This design comes from an exercise in tuning for small area, a short achievable clock period and few clock cycles per item on the open sky130 flow, not from production work. Only simulation tests tie the RTL to the original design; equivalence was not proved.

Setup of job 3852:
// cos_unit
module cos_unit (
    input  logic        clock,
    input  logic        arst_n,
    input  logic        clk_en,
    input  logic        start,
    input  logic [31:0] dataa,
    output logic [31:0] result,
    output logic        done
);
Size: ~3300 cells after synthesis, roughly 130 flip-flops, roughly 18000 µm² of cells after synthesis.
clock: 8.0 ns
lec_check: 0
abc_area: 1
cap_margin: 20
core_margin: 2
core_utilization: 45
setup_slack_margin: 4.8
slew_margin: 20
tns_end_percent: 20
standard.sh (not shown) runs the stock make flow with config.mk's settings and CLKGATE_MAP_FILE= SYNTH_SCRIPT=/design/flow/synth_recipe.tcl, a recipe that flattens the netlist after the stock synthesis.
==> flow/flow/run.sh <==
#!/bin/bash
# Standard layout, but the port buffers are buf_2 cells instead of the delay
# buffers buffer_ports picks by default. Full tool output goes to standard_flow.log.
set -euo pipefail
bash standard.sh "BUFFER_PORTS_ARGS=-buffer_cell sky130_fd_sc_hd__buf_2" finish > standard_flow.log 2>&1
Testbench counts of job 3852, summed over its fixed seeds: cycles 7,168, items 512.
Relative to job 3852, the following input files were edited for job 6806:
Settings: changing SETUP_SLACK_MARGIN from 4.8 to 4.7; changing TNS_END_PERCENT from 20 to 100.
[summary]
- For job 3852, the critical path startpoint was cordic_rotator_inst.index[0], unlike job 6806, where it was cordic_rotator_inst.sel[6].
- Number of antenna cells inserted is lower on job 3852
- Between job 3852 and job 6806, the flow reports average wire per standard cell decreasing slightly.
- Job 6806 ended up with edfxtp_1 as its cell with the largest stage delay on the worst path; job 3852 ended up with dfxtp_4.
- The endpoint of the most critical setup path comes out cordic_rotator_inst.x[28] in one run and cordic_rotator_inst.z[17] in the other, namely in job 3852 and job 6806 respectively.
- Core utilization came out lower on job 6806 than on job 3852.
- Relative to job 3852, aggregate global-route resource usage has decreased by 0.21 points in job 6806.
--- input diff job 6806..job 4322 ---
Settings: SETUP_SLACK_MARGIN: 4.7 -> 4.8; PLACE_DENSITY: unset -> 0.72.
### Flow results
| number of placed instances with taps included | job 6806 vs job 4322 | ≈ equal |
Job 4322 -> job 6806: count of cells along the worst hold path flat
Higher critical path required time goes to job 6806 over job 4322.
Number of DRC markers in iteration 0, job 6806 and job 4322, lower one = job 6806.
Job 4322 -> job 6806: H-tree depth reported by CTS delta 0, exact match
The following lists how job 7026 was set up differently from job 4322:
Settings: GPL_ROUTABILITY_DRIVEN now 0, previously not set; PLACE_DENSITY no longer set, was 0.72.
==> notes.md <==
Per the final summary, job 7026 finished and its layout is clean on timing, DRC and antenna.
From job 4322 to job 7026 the numbers moved as follows: via count saw a decrease, cell count along the critical path saw an increase.
[compare] base=job 4322 new=job 7026: core utilization comparable.
Inputs modified between job 7026 and job 209:
Settings: a change of TNS_END_PERCENT from 100 to 50; a deleted GPL_ROUTABILITY_DRIVEN that had been 0.
## What came out
Run comparison: job 209 timing startpoint of the critical path cordic_rotator_inst.index[0]; job 7026 timing startpoint of the critical path cordic_rotator_inst.first
Summary of job 209 over job 7026: count of routing violations after the opening detailed-route iteration fell by 3.7%; fraction of final layout cells with drive strength greater than 1 rose by 0.44 points; final design utilization stayed essentially flat.
The following lists how job 9578 was set up differently from job 209:
Settings: CTS_BUF_LIST now sky130_fd_sc_hd__clkbuf_4 sky130_fd_sc_hd__clkbuf_8, previously not set; TNS_END_PERCENT now 100, was 50.
==> comparison <==
Going from job 209 to job 9578, cell area barely changed; cell area reported after detailed placement barely changed; wire length of the first global-routing pass barely changed.


Starting RTL as in the previous note.
Settings: LEC_CHECK=0, ABC_AREA=1, CAP_MARGIN=20, CORE_MARGIN=2, CORE_UTILIZATION=45, CTS_BUF_LIST=sky130_fd_sc_hd__clkbuf_8, SETUP_SLACK_MARGIN=4.8, SLEW_MARGIN=20, TNS_END_PERCENT=100; clock period 8.0 ns.
Scripts as last shown in full above: flow/flow/run.sh
The baseline went through all stages and came out clean.
Testbench counts at the start, summed over its fixed seeds: cycles 7,168, items 512.
Next try:
--- a/flow/config.mk
+++ b/flow/config.mk
@@ -10,5 +10,4 @@
 export CORE_MARGIN = 2
 export CORE_UTILIZATION = 45
-export CTS_BUF_LIST = sky130_fd_sc_hd__clkbuf_8
 export SETUP_SLACK_MARGIN = 4.8
 export SLEW_MARGIN = 20
Effect: Via count hardly moves. Sequential cell count is unchanged. Global-route usage barely changes. Routed wire length fell by 1.1%. Clock-buffer cell count went up by 3. Worst setup slack gets better by 0.034 ns.

[port drivers added, routing unchanged]
How much do the figures lean on ideal ports? The routed layouts below were timed once more, with nothing changed but the port constraints.
Step 1: set_driving_cell puts a clkbuf_16 on clock and a buf_2 on each other input, an assumption about the parent block.
Step 2 adds t to the input delays and takes it off the output delays; t is the mean of the earliest and latest rising clock arrival at the registers after step 1. Input paths then give back, and output paths get back, about the clock's delay inside the block.
Three values: ideal ports, drivers, drivers and shift; two values: the first two.
run	shift t [ns]	slack for setup (ns)	worst setup path after step 2	worst register clock-pin slew, ns
job 3852	0.534	4.840 / 4.840 / 4.428	input to register	0.07 / 0.07
job 6806	0.538	4.822 / 4.822 / 4.322	input to register	0.07 / 0.07
job 4322	0.514	4.894 / 4.894 / 4.549	input to register	0.07 / 0.07
job 7026	0.520	4.892 / 4.892 / 4.457	input to register	0.07 / 0.07
job 209	0.536	4.878 / 4.878 / 4.417	input to register	0.07 / 0.07
job 9578	0.609	4.908 / 4.908 / 4.331	input to register	0.10 / 0.10
the first run of note 2	0.615	4.910 / 4.913 / 4.326	input to register	0.10 / 0.10
the second run of note 2	0.534	4.945 / 4.956 / 4.445	input to register	0.07 / 0.07
After both steps setup and hold are still met in every run listed. The setup slack of the first run of note 2, which loses most, moves by +0.003 ns with the drivers and by -0.584 ns with both steps.
